Source: an optimization exercise on an open RTL-to-GDS flow (aim: small area, a short achievable clock period and few clock cycles per item). Production flows keep margins and buffers that such runs may drop.
Only simulation tests tie the RTL to the original design; equivalence was not proved.
No activity file was given, so power comes from the tool's default toggle rates.

===== flow/design.v =====
package lmps_pkg;
  localparam int COLUMNS_DEF  = 8;
  localparam int CHANNELS_DEF = 15;
  localparam int PIXELS_DEF   = 5;
  localparam int OP_W       = 2;
  localparam int COORD_W    = 3;
  localparam int BYTE_W     = 8;
  localparam int DRIVE_W    = 15;
  localparam int IN_DATA_W  = 32;
  localparam int OUT_DATA_W = 24;
  localparam logic [3:0] TICK_LAST = 4'd15;
  localparam logic [OP_W-1:0] OP_TICK  = 2'd0;
  localparam logic [OP_W-1:0] OP_WRITE = 2'd1;
  localparam logic [OP_W-1:0] OP_CLEAR = 2'd2;
  localparam logic [OP_W-1:0] OP_NOP   = 2'd3;
  localparam logic [1:0] ACT_NONE  = 2'd0;
  localparam logic [1:0] ACT_SHIFT = 2'd1;
  localparam logic [1:0] ACT_RESET = 2'd2;
endpackage
module lmps_ram #(
  parameter int COLUMNS = 8,
  parameter int PIXELS  = 5,
  parameter int PW      = 15
) (
  input  logic                       clk,
  input  logic                       rst,
  input  logic                       we,
  input  logic [2:0]                 wcol,
  input  logic [2:0]                 wpix,
  input  logic [PW-1:0]              wdata,
  input  logic                       clr,
  input  logic [COLUMNS-1:0]         rsel,
  output logic [PIXELS*PW-1:0]       rdata,
  output logic [PIXELS-1:0]          rvalid
);
  logic [PW-1:0]     mem [COLUMNS][PIXELS];
  logic [PIXELS-1:0] vld [COLUMNS];
  always_ff @(posedge clk) begin
    for (int c = 0; c < COLUMNS; c++) begin
      for (int p = 0; p < PIXELS; p++) begin
        if (we && wcol == 3'(c) && wpix == 3'(p)) begin
          mem[c][p] <= wdata;
        end
      end
    end
  end
  always_ff @(posedge clk) begin
    for (int c = 0; c < COLUMNS; c++) begin
      for (int p = 0; p < PIXELS; p++) begin
        if (rst || clr) begin
          vld[c][p] <= 1'b0;
        end else if (we && wcol == 3'(c) && wpix == 3'(p)) begin
          vld[c][p] <= 1'b1;
        end
      end
    end
  end
  always_comb begin
    rdata  = '0;
    rvalid = '0;
    for (int c = 0; c < COLUMNS; c++) begin
      for (int p = 0; p < PIXELS; p++) begin
        rdata[p*PW +: PW] = rdata[p*PW +: PW] | (mem[c][p] & {PW{rsel[c]}});
      end
      rvalid = rvalid | (vld[c] & {PIXELS{rsel[c]}});
    end
  end
endmodule
module lmps_enc (
  input  logic [7:0] s,
  output logic [4:0] code
);
  logic lo;
  logic hi;
  assign lo   = (s[7:4] == 4'd0) && (s[3:0] != 4'd0);
  assign hi   = (s[7:4] == 4'd1) && (s[3:0] <= 4'd13);
  assign code = hi ? {1'b0, s[3:0] + 4'd1} :
                lo ? {1'b1, s[3:0]} : 5'd0;
endmodule
module lmps_seq (
  input  logic [3:0] w,
  input  logic [3:0] t,
  output logic       hit
);
  assign hit = (t == w);
endmodule
module led_matrix_pwm_scanner #(
  parameter int COLUMNS  = lmps_pkg::COLUMNS_DEF,
  parameter int CHANNELS = lmps_pkg::CHANNELS_DEF
) (
  input  logic                              clk,
  input  logic                              rst,
  input  logic                              s_tvalid,
  output logic                              s_tready,
  input  logic [lmps_pkg::IN_DATA_W-1:0]    s_tdata,
  input  logic [lmps_pkg::OP_W-1:0]         s_tuser,
  output logic                              m_tvalid,
  input  logic                              m_tready,
  output logic [lmps_pkg::OUT_DATA_W-1:0]   m_tdata
);
  localparam int PIXELS = lmps_pkg::PIXELS_DEF;
  localparam int PW     = 15;
  localparam int RW     = lmps_pkg::DRIVE_W + 2;
  logic              in_rdy;
  logic              cmd_v;
  logic [1:0]        cmd_op;
  logic [2:0]        cmd_col;
  logic [2:0]        cmd_row;
  logic [PW-1:0]     cmd_pix;
  logic [PW-1:0]     in_pix;
  logic [3:0]        tick_pos;
  logic [COLUMNS-1:0] col_oh;
  logic [4*CHANNELS-1:0] snap;
  logic [PIXELS-1:0] snap_vld;
  logic [RW-1:0]     out_d;
  logic [CHANNELS-1:0] drv_q;
  logic              rdy_int;
  logic              sk_v;
  logic [1:0]        sk_act;
  logic              exec;
  logic              is_tick;
  logic              reload;
  logic              do_write;
  logic              do_clear;
  logic [PIXELS*PW-1:0] col_data;
  logic [PIXELS-1:0] col_vld;
  logic [CHANNELS-1:0] drive;
  logic [1:0]        action;
  logic              cmd_v_nx;
  logic              sk_v_nx;
  assign s_tready = in_rdy;
  assign m_tdata  = {7'b0000000, out_d};
  assign rdy_int  = !(cmd_v && sk_v);
  assign exec     = cmd_v && !sk_v;
  assign is_tick  = exec && (cmd_op == lmps_pkg::OP_TICK);
  assign reload   = is_tick && (tick_pos == lmps_pkg::TICK_LAST);
  assign do_write = exec && (cmd_op == lmps_pkg::OP_WRITE);
  assign do_clear = exec && (cmd_op == lmps_pkg::OP_CLEAR);
  lmps_enc u_enc_b (.s(s_tdata[21:14]), .code(in_pix[4:0]));
  lmps_enc u_enc_r (.s(s_tdata[13:6]),  .code(in_pix[9:5]));
  lmps_enc u_enc_g (.s(s_tdata[29:22]), .code(in_pix[14:10]));
  lmps_ram #(
    .COLUMNS (COLUMNS),
    .PIXELS  (PIXELS),
    .PW      (PW)
  ) u_frame (
    .clk    (clk),
    .rst    (rst),
    .we     (do_write),
    .wcol   (cmd_col),
    .wpix   (cmd_row),
    .wdata  (cmd_pix),
    .clr    (do_clear),
    .rsel   (col_oh),
    .rdata  (col_data),
    .rvalid (col_vld)
  );
  for (genvar k = 0; k < CHANNELS; k++) begin : g_drive
    logic [4:0] fc;
    logic       flip;
    assign fc = col_data[5*k +: 5];
    lmps_seq u_cmp (
      .w    (snap[4*k +: 4]),
      .t    (tick_pos),
      .hit  (flip)
    );
    assign drive[k] = reload  ? (col_vld[k/3] && fc[4]) :
                      is_tick ? (drv_q[k] ^ (snap_vld[k/3] && flip))
                              : drv_q[k];
  end
  assign action = !reload   ? lmps_pkg::ACT_NONE :
                  col_oh[COLUMNS-1] ? lmps_pkg::ACT_RESET : lmps_pkg::ACT_SHIFT;
  assign cmd_v_nx = rdy_int ? s_tvalid : (cmd_v && !exec);
  assign sk_v_nx  = (!m_tvalid || m_tready) ? 1'b0 : (sk_v || exec);
  always_ff @(posedge clk) begin
    if (rst) begin
      cmd_v  <= 1'b0;
      in_rdy <= 1'b1;
    end else begin
      cmd_v  <= cmd_v_nx;
      in_rdy <= !(cmd_v_nx && sk_v_nx);
    end
  end
  always_ff @(posedge clk) begin
    if (rdy_int) begin
      cmd_op  <= s_tuser;
      cmd_col <= s_tdata[2:0];
      cmd_row <= s_tdata[5:3];
      cmd_pix <= in_pix;
    end
  end
  always_ff @(posedge clk) begin
    if (rst) begin
      tick_pos <= '0;
      col_oh   <= COLUMNS'(1);
      snap_vld <= '0;
    end else if (is_tick) begin
      tick_pos <= reload ? 4'd1 : tick_pos + 4'd1;
      if (reload) begin
        col_oh   <= {col_oh[COLUMNS-2:0], col_oh[COLUMNS-1]};
        snap_vld <= col_vld;
      end
    end
  end
  always_ff @(posedge clk) begin
    for (int k = 0; k < CHANNELS; k++) begin
      if (reload) begin
        snap[4*k +: 4] <= col_data[5*k +: 4];
      end
    end
  end
  always_ff @(posedge clk) begin
    if (rst) begin
      m_tvalid <= 1'b0;
      sk_v     <= 1'b0;
    end else begin
      m_tvalid <= (m_tvalid && !m_tready) || sk_v || exec;
      sk_v     <= sk_v_nx;
    end
  end
  always_ff @(posedge clk) begin
    if (rst) begin
      drv_q <= '0;
    end else if (exec) begin
      drv_q <= drive;
    end
  end
  always_ff @(posedge clk) begin
    if (rst) begin
      out_d <= '0;
    end else if (!m_tvalid || m_tready) begin
      out_d <= {sk_v ? sk_act : action, drive};
    end
    if (exec) begin
      sk_act <= action;
    end
  end
endmodule

===== flow/run.sh =====
#!/bin/bash
# synth_recipe.tcl (not shown) runs the flow's synth.tcl, then flattens the netlist and writes it again
# the make line also repeats each setting of config.mk as NAME=value (left out here)
make -C /OpenROAD-flow-scripts/flow DESIGN_CONFIG=/design/flow/config.mk WORK_HOME=/design/flow/orfs CLKGATE_MAP_FILE= SYNTH_SCRIPT=/design/flow/synth_recipe.tcl finish

===== flow/config.mk =====
export PLATFORM = sky130hd
export DESIGN_NAME = led_matrix_pwm_scanner
export DESIGN_NICKNAME = led_matrix_pwm_scanner
export VERILOG_FILES = /design/flow/design.v
export SDC_FILE = /design/flow/constraint.sdc
export NUM_CORES = 4
export LEC_CHECK = 0
export CAP_MARGIN = 20
export CORE_MARGIN = 2
export CORE_UTILIZATION = 40
export CTS_CLUSTER_DIAMETER = 150
export CTS_CLUSTER_SIZE = 30
export SETUP_SLACK_MARGIN = 4.75
export SLEW_MARGIN = 20
export TNS_END_PERCENT = 0

===== flow/constraint.sdc =====
create_clock -name core_clock -period 7.0 [get_ports {clk}]
set_input_delay 1.4000 -clock core_clock [delete_from_list [all_inputs] [get_ports {clk}]]
set_output_delay 1.4000 -clock core_clock [all_outputs]
set_load 0.01 [all_outputs]

==> reports/results.txt, run 1 <==
outcome: timing/DRC/antenna clean
Vias/cell: 5.89
CTS Hold Bufs: 0
max_cap viols: 0
worst hold path type: flop to flop
critical-path cell list: buf_6
CP max stage cell: dfxtp_4
initial core utilization: 40.6%
antenna violations before repair: 0
Period Utilization, post-route: 36.1%
IO Port Bufs: 54
detailed-route wire length: 73,100 um
most common cell in the synthesized netlist: edfxtp_1
core area: 70,300 um^2
Yosys cell types: 52
clock sink count: 778
Crit Path Max Fanout: 2
slowest stage delay, CP: 0.40 ns
synthesized flop and latch total: 778
CTS tree: yes
worst r2r src: tick_pos[1]$_SDFFE_PP0P_
critical path endpoint category: output port
Top delay family on crit path: flip-flops
Final Skew: 0.0215 ns
Total GRT Usage: 19.4%
clk root buf: clkbuf_16
CTS Buf Count: 29
fillers: 6,055
Post-synth EDFFs: 685
syn_area_per_cell: 16.6 um^2
Rel. slew slack: 45.3%
Hold Fails Final Rpt: 0
clk buf depth: 3
crit path kind: flop to output port
fin. max-slew vios: 0
drt wl/cell: 26.7 um
Synth-to-Final Area Change: 10.2%
largest net degree at the start of global routing: 54
sequential share of the synthesized area: 78.7%
Die Y: 271 um
grt ovf: 0
Clock transition at path regs: 0.11 ns
dominant synthesized flop cell: edfxtp_1
Pleak: 8.98 nW
Detail Route Antenna Nets: 0
met3 wire length: 5980 um
R2R setup slack: 4.47 ns
setup TNS: 0 ns
maximum VDD drop: 0.000131 V
Iter 0 DRT Violations: 1,907
Die Width: 271 um
post-synth top area cell: edfxtp_1
Post-Syn Instances: 1,713
final setup fails: 0
startpoint types: flop
Met1 Wirelength: 32,000 um
worst path bufs/invs: 1
routability congestion estimate from global placement: 0.761
IO Count: 64
setup slack after placement: 2.93 ns
RSZ-0062 raised after global routing: yes
via count: 16,100
Worst Max-Slew Pin Slew: 0.820 ns
layout cell share with drive strength beyond 1: 10.3%
CP startpoint: out_d[7]$_SDFFE_PP0P_
fmax: 395 MHz
mapped cell area: 28,500 um^2
total die area: 73,400 um^2
Clk Latency, worst-skew pair: 0.62 ns
first-pass GRT wire length: 106,000 um
yosys warns: 4
Synth top area share: 72.2%
PwrDens: 231 nW/um^2
top post-synthesis cells by count: edfxtp_1, a22oi_1, nand4_1, dfxtp_1, nor2_1
vias in the first global route: 15,800
drt drc: 0
Synth area leaders: edfxtp_1, a22oi_1, dfxtp_1
Row Count: 97
Final Critical Period: 2.53 ns
antenna fix cells: 0
Max Used Layer: met4
Required @ worst endpoint: 5.60 ns
drt first pass iters: 5
H-tree depth: 1
CP arrival: 1.13 ns
slack of the critical path: 4.47 ns
async set-reset flop share out of synthesis: 0%
final net count: 1,828
WHS: 0.453 ns
met2 WL: 33,900 um
total power draw: 0.00726 W
DPL Wire Length: 36,900 um
hold path start: out_d[3]$_SDFFE_PP0P_
## worst paths after layout
| kind | end | cells past startpoint |
|---|---|---|
| worst max-delay path | m_tdata[7] | 1 |
| worst max register to register | out_d[9]$_SDFFE_PP0P_ | 8 |
| worst min-delay path | out_d[3]$_SDFFE_PP0P_ | 2 |
| worst min register to register | out_d[3]$_SDFFE_PP0P_ | 2 |
## power by group
| part | leakage [nW] | internal [W] | switching [W] |
|---|---|---|---|
| sequential | 6.46 | 0.00501 | 0.00000641 |
| clock | 0.392 | 0.000809 | 0.00130 |
| combinational | 2.14 | 0.0000363 | 0.0000894 |
| total | 8.98 | 0.00586 | 0.00140 |
## flip-flops by register name, summed over array words and instances, names as in the netlist
signal,cells
col_oh,8
cmd_op,2
drv_q,15
snap_vld,5
out_d,17
cmd_pix,15
in_rdy,1
cmd_col,3
cmd_v,1
u_frame.vld,40
m_tvalid,1
cmd_row,3
sk_v,1
tick_pos,4
sk_act,2
snap,60
u_frame.mem,600
## timing repair
item / 4_1_cts / 5_1_grt
cloned: 2 / 0
gates resized for setup: 119 / 14
pin swaps: 1 / 1
endpoints found under the setup margin: 475 / 593
setup buffers: 6 / 1
## per-stage QoR
step                utilization [%]  cells  cell area, um^2
global placement               43.2   2680            30400
CTS                            44.6   2741            31300
global route                   44.7   2742            31400
detailed placement             43.3   2680            30400
finish                         44.7   2742            31400
floorplan                         -   1719            28600
## cell families after synthesis
group                    count (synthesis)  share of synthesized area (%)
AND/OR/NAND/NOR                        294                           5.53
multiplexers                             1                         0.0351
adder cells (fa/ha/maj)                 10                          0.439
buffers and inverters                  119                           1.86
other                                    1                         0.0132
flip-flops                             778                           78.7
AO/OA/AOI/OAI                          449                           11.6
XOR/XNOR                                61                           1.87
## metal layers
layer,GRT usage (%),vias up
met5,0,-
met4,3.43,0
met3,2.34,65
met2,31.1,732
met1,28.7,8350
li1,-,6990
## layout by cell type (no fill, tap or decap), drive strengths merged, types with 3 or more instances in the layout
cell type	synthesis	layout
edfxtp	685	685
a22oi	318	318
buf	46	102
nand4	98	98
dfxtp	93	93
nor2	65	65
nand2	64	64
xnor2	60	60
clkbuf	62	53
o21a	40	40
clkdlybuf4s50	0	30
o21ai	27	27
nand3	22	23
a21oi	15	15
nor4	12	12
inv	11	12
ha	10	10
o211a	9	9
a31oi	9	9
nor2b	8	8
a22o	7	7
conb	1	7
a311oi	6	6
o211ai	6	6
or4	6	6
nor3	4	4
dlymetal6s2s	0	4
nand4bb	3	3
o31ai	3	3
nand2b	3	3
a211oi	3	3
a21boi	3	3
## layout make-up
type,count,area (um^2),area share (%)
clock buffers,53,826,2.63
inverters,11,57.6,0.183
multi-input cells,823,5670,18.0
flip-flops and latches,778,22500,71.6
well taps,940,1180,3.75
repair buffers,136,1170,3.74
repair inverters,1,8.76,0.0279
Testbench counts, summed over its fixed seeds: cycles 12,016, items 12,000.
==> inputs of run 2 (changes only) <==
--- a/flow/config.mk
+++ b/flow/config.mk
@@ -8,7 +8,7 @@
 export CAP_MARGIN = 20
 export CORE_MARGIN = 2
 export CORE_UTILIZATION = 40
-export CTS_CLUSTER_DIAMETER = 150
+export CTS_CLUSTER_DIAMETER = 100
 export CTS_CLUSTER_SIZE = 30
 export SETUP_SLACK_MARGIN = 4.75
 export SLEW_MARGIN = 20
==> run 2 against run 1 <==
Compared with the run above: sequential power about the same; non-clock buffer count decreased by 1; clock power about the same; global-route usage decreased by 0.053 points; fmax decreased by 0.29%; clock skew increased by 0.00087 ns; sequential cell count unchanged; synthesized cell count unchanged; utilization about the same; routed wire length decreased by 0.41%; largest cell class unchanged; highest routed layer unchanged.
==> reports/results.txt, run 2 <==
Required @ worst endpoint: 5.60 ns
combinational share of power: 1.7%
slack of the critical path: 4.46 ns
final net count: 1,827
most common cell in the synthesized netlist: edfxtp_1
most common cell after layout, fill and taps aside: edfxtp_1
syn_area_per_cell: 16.6 um^2
final setup fails: 0
outcome: timing/DRC/antenna clean
grt ovf: 0
IO Count: 64
Yosys cell types: 52
Vias/cell: 5.91
CTS Buf Count: 29
initial core utilization: 40.6%
Post-Syn Instances: 1,713
CP max stage cell: dfxtp_4
Hold Fails Final Rpt: 0
drt first pass iters: 6
fmax: 394 MHz
worst path bufs/invs: 1
worst hold path type: flop to flop
largest registers: u_frame.mem (600), snap (60), u_frame.vld (40)
Post-synth EDFFs: 685
Synth area leaders: edfxtp_1, a22oi_1, dfxtp_1
detailed-route wire length: 72,800 um
PwrDens: 231 nW/um^2
Net Switching: 0.00141 W
R2R setup slack: 4.51 ns
DPL Wire Length: 36,900 um
post-synth top area cell: edfxtp_1
H-tree depth: 1
drt wl/cell: 26.6 um
Period Utilization, post-route: 36.2%
Iter 0 DRT Violations: 1,883
fin. max-slew vios: 0
critical path endpoint category: output port
core area: 70,300 um^2
fillers: 6,055
vias in the first global route: 15,800
Final Critical Period: 2.54 ns
Crit Path Max Fanout: 2
Row Count: 97
startpoint types: flop
hold path depth: 2
first-pass GRT wire length: 105,000 um
crit path kind: flop to output port
yosys warns: 4
mapped cell area: 28,500 um^2
setup TNS: 0 ns
dominant synthesized flop cell: edfxtp_1
Top delay family on crit path: flip-flops
Clk Latency, worst-skew pair: 0.63 ns
top post-synthesis cells by count: edfxtp_1, a22oi_1, nand4_1, dfxtp_1, nor2_1
Clock transition at path regs: 0.11 ns
total power draw: 0.00726 W
sequential power share: 69.1%
RSZ-0062 raised after global routing: yes
setup slack after placement: 2.93 ns
async set-reset flop share out of synthesis: 0%
synthesized flop and latch total: 778
Worst Max-Slew Pin Slew: 0.788 ns
most frequent cells in the layout: edfxtp_1, a22oi_1, nand4_1, buf_4, dfxtp_1
Final Skew: 0.0223 ns
Die Width: 271 um
sequential share of the synthesized area: 78.7%
worst reg2reg path depth: 6
drt drc: 0
Synth top area share: 72.2%
clk root buf: clkbuf_16
worst r2r src: cmd_op[1]$_DFFE_PN_
max reg flops: 600
Detail Route Antenna Nets: 0
worst r2r dst: out_d[12]$_SDFFE_PP0P_
Setup crit end: m_tdata[10]
antenna fix cells: 0
internal power: 0.00586 W
Pleak: 8.97 nW
largest net degree at the start of global routing: 54
Rel. slew slack: 47.5%
clk buf depth: 3
maximum VDD drop: 0.000148 V
clock sink count: 778
CTS tree: yes
total die area: 73,400 um^2
Biggest register: u_frame.mem
switch share: 19.4%
CP startpoint: out_d[10]$_SDFFE_PP0P_
max_cap viols: 0
IO Port Bufs: 54
routability congestion estimate from global placement: 0.761
layout cell share with drive strength beyond 1: 10.4%
slowest stage delay, CP: 0.39 ns
antenna violations before repair: 0
Synth-to-Final Area Change: 10.1%
via count: 16,200
Die Y: 271 um
Critical Path Stages: 1
critical-path cell list: buf_6
Total GRT Usage: 19.3%
clock power share: 29.2%
CP arrival: 1.14 ns
run 2: final cells by class:
type	instances	area, um^2	area share, %
well taps	940	1180	3.75
clock inverters	1	8.76	0.0279
inverters	11	57.6	0.183
repair inverters	1	8.76	0.0279
clock buffers	52	822	2.62
flip-flops and latches	778	22500	71.7
multi-input cells	823	5670	18.1
repair buffers	135	1150	3.66
run 2: worst min path at each step:
stage	start	to	slack, ns
after floorplan	u_frame.vld[0][2]$_SDFFE_PP0P_	u_frame.vld[0][2]$_SDFFE_PP0P_	0.44
after global placement	out_d[16]$_SDFFE_PP0P_	out_d[16]$_SDFFE_PP0P_	0.44
after detailed placement	out_d[3]$_SDFFE_PP0P_	out_d[3]$_SDFFE_PP0P_	0.45
after CTS	out_d[3]$_SDFFE_PP0P_	out_d[3]$_SDFFE_PP0P_	0.46
after global routing	out_d[3]$_SDFFE_PP0P_	out_d[3]$_SDFFE_PP0P_	0.49
final	out_d[3]$_SDFFE_PP0P_	out_d[3]$_SDFFE_PP0P_	0.45
run 2: per-stage QoR:
step	area [um^2]	util, %	hold slack [ns]	instances
after floorplan	28600	-	0.441	1719
after global placement	30400	43.2	0.442	2680
after detailed placement	30400	43.3	0.449	2680
after CTS	31300	44.6	0.460	2740
after global routing	31400	44.7	0.491	2741
final	31400	44.7	0.453	2741
run 2: power by group through the flow:
| stage | clock, W | combinational, W | sequential [W] |
|---|---|---|---|
| CTS | 0.00216 | 0.000124 | 0.00502 |
| detailed placement | 0 | 0.000123 | 0.00512 |
| finish | 0.00212 | 0.000126 | 0.00502 |
| floorplan | 0 | 0.0000401 | 0.00514 |
| global placement | 0 | 0.000118 | 0.00512 |
| global route | 0.00230 | 0.000135 | 0.00502 |
run 2: per-layer routing:
layer | routed length [um] | vias to the layer above | track usage, %
li1 | - | 6996 | -
met2 | 33900 | 726 | 31.2
met5 | 0 | - | 0
met4 | 1160 | 0 | 3.46
met3 | 5690 | 71 | 2.25
met1 | 32000 | 8406 | 28.5
run 2: logic make-up after synthesis:
| group | synth area share (%) |
|---|---|
| DFF | 78.7 |
| and+or+nand+nor | 5.53 |
| buffers and inverters | 1.86 |
| muxes | 0.0351 |
| other | 0.0132 |
| xor gates and xnor gates | 1.87 |
| AOI/OAI and AO/OA | 11.6 |
| adders and majority gates | 0.439 |
run 2: what timing repair did:
item,CTS,global route
pin swaps,1,0
buffers inserted,5,1
endpoints found under the hold margin,0,0
resized for setup,117,14
cloned,2,0
hold buffers,0,0
endpoints found under the setup margin,473,603
==> inputs of run 3 (changes only) <==
--- a/flow/config.mk
+++ b/flow/config.mk
@@ -10,6 +10,7 @@
 export CORE_UTILIZATION = 40
 export CTS_CLUSTER_DIAMETER = 100
 export CTS_CLUSTER_SIZE = 30
+export GPL_ROUTABILITY_DRIVEN = 0
 export SETUP_SLACK_MARGIN = 4.75
 export SLEW_MARGIN = 20
 export TNS_END_PERCENT = 0
==> run 3 against run 2 <==
Compared with the run above: sequential cell count did not move; worst hold slack did not move; via count did not move; design area did not move; non-clock buffer count did not move; clock skew did not move; sequential power barely moved; largest cell class unchanged.
==> reports/results.txt, run 3 <==
IO Count: 64
fmax: 394 MHz
clk root buf: clkbuf_16
CTS Hold Bufs: 0
most frequent cells in the layout: edfxtp_1, a22oi_1, nand4_1, buf_4, dfxtp_1
CP max stage cell: dfxtp_4
Synth area leaders: edfxtp_1, a22oi_1, dfxtp_1
Worst Max-Slew Pin Slew: 0.788 ns
Yosys cell types: 52
DPL Wire Length: 36,900 um
Met1 Wirelength: 32,000 um
Die Y: 271 um
met3 wire length: 5690 um
top post-synthesis cells by count: edfxtp_1, a22oi_1, nand4_1, dfxtp_1, nor2_1
Die Width: 271 um
largest net degree at the start of global routing: 54
worst hold path type: flop to flop
antenna violations before repair: 0
grt ovf: 0
most common cell in the synthesized netlist: edfxtp_1
Biggest register: u_frame.mem
H-tree depth: 1
Required @ worst endpoint: 5.60 ns
Rel. slew slack: 47.5%
Synth top area share: 72.2%
Clk Latency, worst-skew pair: 0.63 ns
Post-Syn Instances: 1,713
met2 WL: 33,900 um
antenna fix cells: 0
Final Skew: 0.0223 ns
worst path bufs/invs: 1
drt wl/cell: 26.6 um
syn_area_per_cell: 16.6 um^2
Synth-to-Final Area Change: 10.1%
async set-reset flop share out of synthesis: 0%
CTS tree: yes
core area: 70,300 um^2
clk buf depth: 3
slowest stage delay, CP: 0.39 ns
Clock transition at path regs: 0.11 ns
Hold Fails Final Rpt: 0
PwrDens: 231 nW/um^2
yosys warns: 4
outcome: timing/DRC/antenna clean
detailed-route wire length: 72,800 um
vias in the first global route: 15,800
Top delay family on crit path: flip-flops
CP arrival: 1.14 ns
critical path endpoint category: output port
final net count: 1,827
Crit Path Max Fanout: 2
clock sink count: 778
startpoint types: flop
sequential share of the synthesized area: 78.7%
final setup fails: 0
initial core utilization: 40.6%
Total GRT Usage: 19.3%
crit path kind: flop to output port
fin. max-slew vios: 0
Iter 0 DRT Violations: 1,883
post-synth top area cell: edfxtp_1
mapped cell area: 28,500 um^2
drt first pass iters: 6
critical-path cell list: buf_6
Max Used Layer: met4
first-pass GRT wire length: 105,000 um
maximum VDD drop: 0.000148 V
Layout Utilization: 44.7%
IO Port Bufs: 54
Period Utilization, post-route: 36.2%
largest registers: u_frame.mem (600), snap (60), u_frame.vld (40)
total die area: 73,400 um^2
via count: 16,200
drt drc: 0
Row Count: 97
Final Critical Period: 2.54 ns
max reg flops: 600
setup TNS: 0 ns
max_cap viols: 0
synthesized flop and latch total: 778
Pleak: 8.97 nW
Vias/cell: 5.91
dominant synthesized flop cell: edfxtp_1
layout cell share with drive strength beyond 1: 10.4%
CTS Buf Count: 29
Post-synth EDFFs: 685
most common cell after layout, fill and taps aside: edfxtp_1
RSZ-0062 raised after global routing: yes
Detail Route Antenna Nets: 0
run 3: timing repair:
item                                    4_1_cts  5_1_grt
gates resized for setup                     117       14
setup buffers                                 5        1
endpoints found under the setup margin      473      603
cloned                                        2        0
pin swaps                                     1        0
run 3: logic make-up after synthesis:
family / Yosys count / synth area share (%)
xor gates and xnor gates: 61 / 1.87
buffers and inverters: 119 / 1.86
other: 1 / 0.0132
and+or+nand+nor: 294 / 5.53
AOI/OAI and AO/OA: 449 / 11.6
muxes: 1 / 0.0351
adders and majority gates: 10 / 0.439
DFF: 778 / 78.7
run 3: cell type report:
cell class	instances	area (um^2)
fillers	6055	38900
flip-flops and latches	778	22500
multi-input cells	823	5670
well taps	940	1180
repair buffers	135	1150
clock buffers	52	822
inverters	11	57.6
clock inverters	1	8.76
repair inverters	1	8.76
run 3: worst paths after layout:
path	start	end	slack, ns	depth (start not counted)
setup / recovery	out_d[10]$_SDFFE_PP0P_	m_tdata[10]	4.46	1
hold / removal	out_d[3]$_SDFFE_PP0P_	out_d[3]$_SDFFE_PP0P_	0.45	2
setup reg to reg	cmd_op[1]$_DFFE_PN_	out_d[12]$_SDFFE_PP0P_	4.51	6
hold reg to reg	out_d[3]$_SDFFE_PP0P_	out_d[3]$_SDFFE_PP0P_	0.45	2
run 3: layer usage:
metal  vias to the layer above  GRT usage [%]
met2                       726           31.2
met4                         0           3.46
met1                      8406           28.5
met3                        71           2.25
li1                       6996              -
met5                         -              0
run 3: power by group:
group | internal, W | total [W] | switching (W)
Sequential | 0.00501 | 0.00502 | 0.00000646
Combinational | 0.0000364 | 0.000126 | 0.0000892
Clock | 0.000810 | 0.00212 | 0.00131
run 3: metrics by stage:
step / total power (W) / worst slack, ns / cells / cell area, um^2 / hold WS, ns
2_1_floorplan: 0.00518 / 4.62 / 1719 / 28600 / 0.441
3_3_place_gp: 0.00524 / 2.92 / 2680 / 30400 / 0.442
3_5_place_dp: 0.00525 / 2.93 / 2680 / 30400 / 0.449
4_1_cts: 0.00730 / 4.43 / 2740 / 31300 / 0.460
5_1_grt: 0.00745 / 4.42 / 2741 / 31400 / 0.491
6_report: 0.00726 / 4.46 / 2741 / 31400 / 0.453
==> inputs of run 4 (changes only) <==
--- a/flow/config.mk
+++ b/flow/config.mk
@@ -10,7 +10,7 @@
 export CORE_UTILIZATION = 40
 export CTS_CLUSTER_DIAMETER = 100
 export CTS_CLUSTER_SIZE = 30
-export GPL_ROUTABILITY_DRIVEN = 0
+export PLACE_DENSITY_LB_ADDON = 0.2
 export SETUP_SLACK_MARGIN = 4.75
 export SLEW_MARGIN = 20
 export TNS_END_PERCENT = 0
==> run 4 against run 3 <==
Compared with the run above: fmax shrank 0.69%; register-to-register slack is essentially flat; combinational power is essentially flat; design area grew 0.36%; utilization grew 0.16 points; synthesized area is the same; power grew 1.3%; clock skew grew 0.0063 ns; synthesized cell count is the same.
==> reports/results.txt, run 4 <==
Period Utilization, post-route: 36.5%
worst r2r src: col_oh[3]$_SDFFE_PP0P_
hold path start: out_d[15]$_SDFFE_PP0P_
Synth-to-Final Area Change: 10.5%
drt first pass iters: 6
sequential share of the synthesized area: 78.7%
Required @ worst endpoint: 5.60 ns
final setup fails: 0
RSZ-0062 raised after global routing: yes
PwrDens: 234 nW/um^2
IO Count: 64
drt drc: 0
R2R setup slack: 4.50 ns
critical path endpoint category: output port
hold path depth: 2
Yosys cell types: 52
first-pass GRT wire length: 108,000 um
vias in the first global route: 16,000
post-synth top area cell: edfxtp_1
synthesized flop and latch total: 778
fin. max-slew vios: 0
Synth area leaders: edfxtp_1, a22oi_1, dfxtp_1
antenna fix cells: 0
grt ovf: 0
CP startpoint: out_d[6]$_SDFFE_PP0P_
Synth top area share: 72.2%
mapped cell area: 28,500 um^2
critical-path cell list: buf_6
Rel. slew slack: 41.5%
Clock transition at path regs: 0.12 ns
yosys warns: 4
worst r2r dst: out_d[6]$_SDFFE_PP0P_
antenna violations before repair: 0
Clk Latency, worst-skew pair: 0.63 ns
DPL Wire Length: 38,700 um
slowest stage delay, CP: 0.41 ns
CP arrival: 1.15 ns
final net count: 1,835
via count: 16,000
setup slack after placement: 3.18 ns
core area: 70,300 um^2
startpoint types: flop
total die area: 73,400 um^2
most common cell after layout, fill and taps aside: edfxtp_1
max_cap viols: 0
syn_area_per_cell: 16.6 um^2
initial core utilization: 40.6%
slack of the critical path: 4.45 ns
Worst Max-Slew Pin Slew: 0.878 ns
Detail Route Antenna Nets: 0
clk buf depth: 3
fmax: 392 MHz
CTS tree: yes
Biggest register: u_frame.mem
max reg flops: 600
most frequent cells in the layout: edfxtp_1, a22oi_1, nand4_1, buf_4, dfxtp_1
Die Y: 271 um
clock sink count: 778
largest net degree at the start of global routing: 57
Vias/cell: 5.82
Top delay family on crit path: flip-flops
Row Count: 97
crit path kind: flop to output port
Die Width: 271 um
setup TNS: 0 ns
Final Skew: 0.0286 ns
Pleak: 9.02 nW
Post-synth EDFFs: 685
CTS Buf Count: 30
IO Port Bufs: 54
clk root buf: clkbuf_16
Iter 0 DRT Violations: 1,646
routability congestion estimate from global placement: 0.747
H-tree depth: 1
drt wl/cell: 27.4 um
Hold Fails Final Rpt: 0
dominant synthesized flop cell: edfxtp_1
worst path bufs/invs: 1
outcome: timing/DRC/antenna clean
worst reg2reg path depth: 6
layout cell share with drive strength beyond 1: 10.8%
Final Critical Period: 2.55 ns
CP max stage cell: dfxtp_4
async set-reset flop share out of synthesis: 0%
detailed-route wire length: 75,400 um
Total GRT Usage: 20.2%
most common cell in the synthesized netlist: edfxtp_1
Crit Path Max Fanout: 2
largest registers: u_frame.mem (600), snap (60), u_frame.vld (40)
worst hold path type: flop to flop
Layout Utilization: 44.8%
top post-synthesis cells by count: edfxtp_1, a22oi_1, nand4_1, dfxtp_1, nor2_1
hold path endpoint: out_d[15]$_SDFFE_PP0P_
maximum VDD drop: 0.000175 V
Post-Syn Instances: 1,713
-- run 4: cell counts after synthesis --
Identical to the previous run, type by type.
-- run 4: area by class of cell --
type,instances,area [um^2]
clock buffers,54,862
well taps,940,1180
clock inverters,2,38.8
inverters,11,53.8
fillers,6155,38800
flip-flops and latches,778,22500
multi-input cells,823,5660
repair buffers,143,1210
-- run 4: how the worst max path moves through the flow --
| stage | endpoint | slack, ns | depth (start not counted) |
|---|---|---|---|
| 5_1_grt | u_frame.vld[3][3]$_SDFFE_PP0P_ | 4.41 | 5 |
| 2_1_floorplan | u_frame.mem[15][0]$_DFFE_PP_ | 4.62 | 4 |
| 3_3_place_gp | out_d[10]$_SDFFE_PP0P_ | 3.21 | 7 |
| 4_1_cts | m_tdata[6] | 4.42 | 1 |
| 3_5_place_dp | out_d[9]$_SDFFE_PP0P_ | 3.18 | 7 |
| 6_report | m_tdata[6] | 4.45 | 1 |
-- run 4: power by group --
part / internal [W] / leakage (nW) / switching [W]
Sequential: 0.00501 / 6.46 / 0.00000773
Clock: 0.000857 / 0.425 / 0.00136
Combinational: 0.0000374 / 2.13 / 0.0000913
-- run 4: through the flow --
step | total power [W] | area (um^2) | instances | hold slack [ns]
CTS | 0.00740 | 31400 | 2746 | 0.466
global route | 0.00756 | 31500 | 2751 | 0.489
global placement | 0.00525 | 30400 | 2682 | 0.443
detailed placement | 0.00525 | 30400 | 2682 | 0.455
floorplan | 0.00518 | 28600 | 1719 | 0.441
finish | 0.00736 | 31500 | 2751 | 0.459
-- run 4: what timing repair did --
| item | in CTS | in global routing |
|---|---|---|
| gates resized for setup | 117 | 7 |
| pin swaps | 2 | 1 |
| gates cloned | 1 | 0 |
| endpoints found under the setup margin | 487 | 519 |
| setup buffers | 7 | 5 |
| hold buffers | 0 | 0 |
-- run 4: routing by layer --
metal	GRT usage (%)	vias to the layer above	part of all wire, %
met5	0	-	0
met4	3.79	0	1.7
met3	2.61	66	6.6
met2	33.7	563	48
met1	28.5	8365	44
li1	-	7006	-
-- run 4: logic make-up (layout without fill, tap and decap cells) --
family	Yosys count	after routing	synth area share, %
AO/OA/AOI/OAI	449	449	11.6
XOR/XNOR	61	61	1.87
adder cells (fa/ha/maj)	10	10	0.439
buffers and inverters	119	210	1.86
flip-flops	778	778	78.7
multiplexers	1	1	0.0351
other	1	7	0.0132
AND/OR/NAND/NOR	294	295	5.53
==> inputs of run 5 (changes only) <==
--- a/flow/config.mk
+++ b/flow/config.mk
@@ -10,7 +10,6 @@
 export CORE_UTILIZATION = 40
 export CTS_CLUSTER_DIAMETER = 100
 export CTS_CLUSTER_SIZE = 30
-export PLACE_DENSITY_LB_ADDON = 0.2
-export SETUP_SLACK_MARGIN = 4.75
+export SETUP_SLACK_MARGIN = 4.65
 export SLEW_MARGIN = 20
 export TNS_END_PERCENT = 0
==> run 5 against run 4 <==
Compared with the run above: power down 0.32%; synthesized cell count unchanged; clock power about the same; critical path type unchanged; utilization down 0.060 points; highest routed layer is now met5; setup slack worse by 0.0041 ns; sequential cell count unchanged; via count up 1.7%; cell count down 0.18%.
==> reports/results.txt, run 5 <==
antenna violations before repair: 1
setup TNS: 0 ns
routability congestion estimate from global placement: 0.756
Period Utilization, post-route: 36.5%
critical-path cell list: buf_2
slack of the critical path: 4.44 ns
sequential share of the synthesized area: 78.7%
critical path endpoint category: output port
DPL Wire Length: 36,700 um
startpoint types: flop
Rel. slew slack: 41.2%
Hold Fails Final Rpt: 0
async set-reset flop share out of synthesis: 0%
CP arrival: 1.16 ns
largest net degree at the start of global routing: 65
Die Width: 271 um
XOR/XNOR Fraction of Synth Area: 1.87%
dominant synthesized flop cell: edfxtp_1
max_cap viols: 0
Detail Route Antenna Nets: 0
max reg flops: 600
clock sink count: 778
worst path bufs/invs: 1
Synth area leaders: edfxtp_1, a22oi_1, dfxtp_1
Vias/cell: 5.93
first-pass GRT wire length: 107,000 um
Clock transition at path regs: 0.12 ns
Die Y: 271 um
Synth-to-Final Area Change: 10.4%
core area: 70,300 um^2
total power draw: 0.00734 W
total die area: 73,400 um^2
worst hold path type: flop to flop
maximum VDD drop: 0.000211 V
IO Port Bufs: 54
Biggest register: u_frame.mem
antenna fix cells: 0
via count: 16,300
syn_area_per_cell: 16.6 um^2
fin. max-slew vios: 0
slowest stage delay, CP: 0.39 ns
Synth Area in Compound Gates: 11.6%
Top delay family on crit path: flip-flops
PwrDens: 233 nW/um^2
mapped cell area: 28,500 um^2
Post-synth EDFFs: 685
final net count: 1,830
CTS Hold Bufs: 0
largest family of logic cells by synthesized area: compound AO/OA/AOI/OAI gates
vias in the first global route: 16,000
simple-gate share of the synthesized area: 5.53%
crit path kind: flop to output port
H-tree depth: 1
final setup fails: 0
drt wl/cell: 26.9 um
Total GRT Usage: 19.7%
IO Count: 64
Iter 0 DRT Violations: 1,807
Crit Path Max Fanout: 2
Register Area: 22,500 um^2
synthesized flop and latch total: 778
largest registers: u_frame.mem (600), snap (60), u_frame.vld (40)
Required @ worst endpoint: 5.60 ns
most frequent cells in the layout: edfxtp_1, a22oi_1, nand4_1, buf_4, dfxtp_1
clk root buf: clkbuf_16
Post-Syn Instances: 1,713
setup slack after placement: 3.75 ns
Yosys cell types: 52
detailed-route wire length: 74,000 um
CTS Buf Count: 30
Synth top area share: 72.2%
Worst Max-Slew Pin Slew: 0.882 ns
outcome: timing/DRC/antenna clean
drt drc: 0
clk buf depth: 3
Pleak: 9.03 nW
grt ovf: 0
RSZ-0062 raised after global routing: yes
layout cell share with drive strength beyond 1: 10.5%
Final Skew: 0.0329 ns
CP max stage cell: dfxtp_4
fmax: 391 MHz
mux share of post-synthesis cell area: 0.0351%
fillers: 6,046
post-synth top area cell: edfxtp_1
initial core utilization: 40.6%
top post-synthesis cells by count: edfxtp_1, a22oi_1, nand4_1, dfxtp_1, nor2_1
Final Critical Period: 2.56 ns
most common cell in the synthesized netlist: edfxtp_1
yosys warns: 4
CTS tree: yes
multi-input combinational cell area: 5650 um^2
drt first pass iters: 7
Adder-Cell Fraction of Synth Area: 0.439%
most common cell after layout, fill and taps aside: edfxtp_1
Row Count: 97
Clk Latency, worst-skew pair: 0.65 ns
## run 5: cell families after synthesis
kind of cell | count (synthesis)
XOR/XNOR | 61
buffers and inverters | 119
other | 1
AND/OR/NAND/NOR | 294
flip-flops | 778
multiplexers | 1
AO/OA/AOI/OAI | 449
adder cells (fa/ha/maj) | 10
## run 5: final cells by class
type                       instances  area share, %
sequential                       778           71.5
multi-input combinational        822           18.0
timing repair buffer             139           3.75
tap                              940           3.74
clock buffer                      53           2.66
inverter                          11          0.215
clock inverter                     3          0.167
## run 5: report_power, final
group | internal, W | total (W) | switching [W]
clock | 0.000839 | 0.00219 | 0.00136
combinational | 0.0000368 | 0.000128 | 0.0000910
sequential | 0.00501 | 0.00502 | 0.00000614
total | 0.00589 | 0.00734 | 0.00145
## run 5: repair_timing
action,CTS,global route
pin swaps,0,1
endpoints found under the setup margin,422,405
gates resized for setup,110,16
setup buffers,10,0
endpoints found under the hold margin,0,0
## run 5: through the flow
stage,utilization (%),std cells,hold WS (ns),cell area (um^2)
after floorplan,-,1719,0.441,28500
after global placement,43.2,2680,0.444,30400
after detailed placement,43.2,2680,0.453,30400
after CTS,44.7,2746,0.463,31400
after global routing,44.8,2746,0.485,31500
final,44.8,2746,0.457,31500
## run 5: worst paths after layout
check                      endpoint                   start  slack (ns)  cells past startpoint
min reg2reg  out_d[16]$_SDFFE_PP0P_  out_d[16]$_SDFFE_PP0P_        0.46                      2
min          out_d[16]$_SDFFE_PP0P_  out_d[16]$_SDFFE_PP0P_        0.46                      2
max                      m_tdata[6]   out_d[6]$_SDFFE_PP0P_        4.44                      1
max reg2reg  out_d[12]$_SDFFE_PP0P_     cmd_op[1]$_DFFE_PN_        4.53                      6
## run 5: metal layers
metal / global-route usage (%) / vias to the layer above / routed length, um
met5: 0 / - / 13
met1: 28.2 / 8409 / 31700
li1: - / 7005 / -
met4: 4.22 / 2 / 1660
met3: 2.95 / 102 / 5850
met2: 32.0 / 754 / 34700

[separate check: timing with driven ports]
No port has a modelled driver above. Below, the same layouts with a new extraction and two added sets of constraints.
Step 1, drivers: a clkbuf_16 drives clk and a buf_2 each remaining input, both assumed.
Step 2, shift: input delay + t, output delay - t, t = (earliest + latest rising clock arrival at the registers) / 2. This alone moves slack from input paths to output paths.
Slacks: ideal / step 1 / step 2; pairs: ideal / step 1.
run	t (ns)	setup slack, ns	worst setup path at the end	pins driven straight from the clock port
run 1	0.670	4.472 / 4.413 / 3.868	input to register	1
run 2	0.681	4.464 / 4.402 / 3.872	input to register	1
run 3	0.681	4.464 / 4.402 / 3.872	input to register	1
run 4	0.677	4.447 / 4.386 / 3.832	input to register	1
run 5	0.691	4.442 / 4.381 / 3.863	input to register	1
After both steps every run listed still meets setup and hold. The setup slack of run 4, which loses most, moves by -0.061 ns with the drivers and by -0.615 ns with both steps.
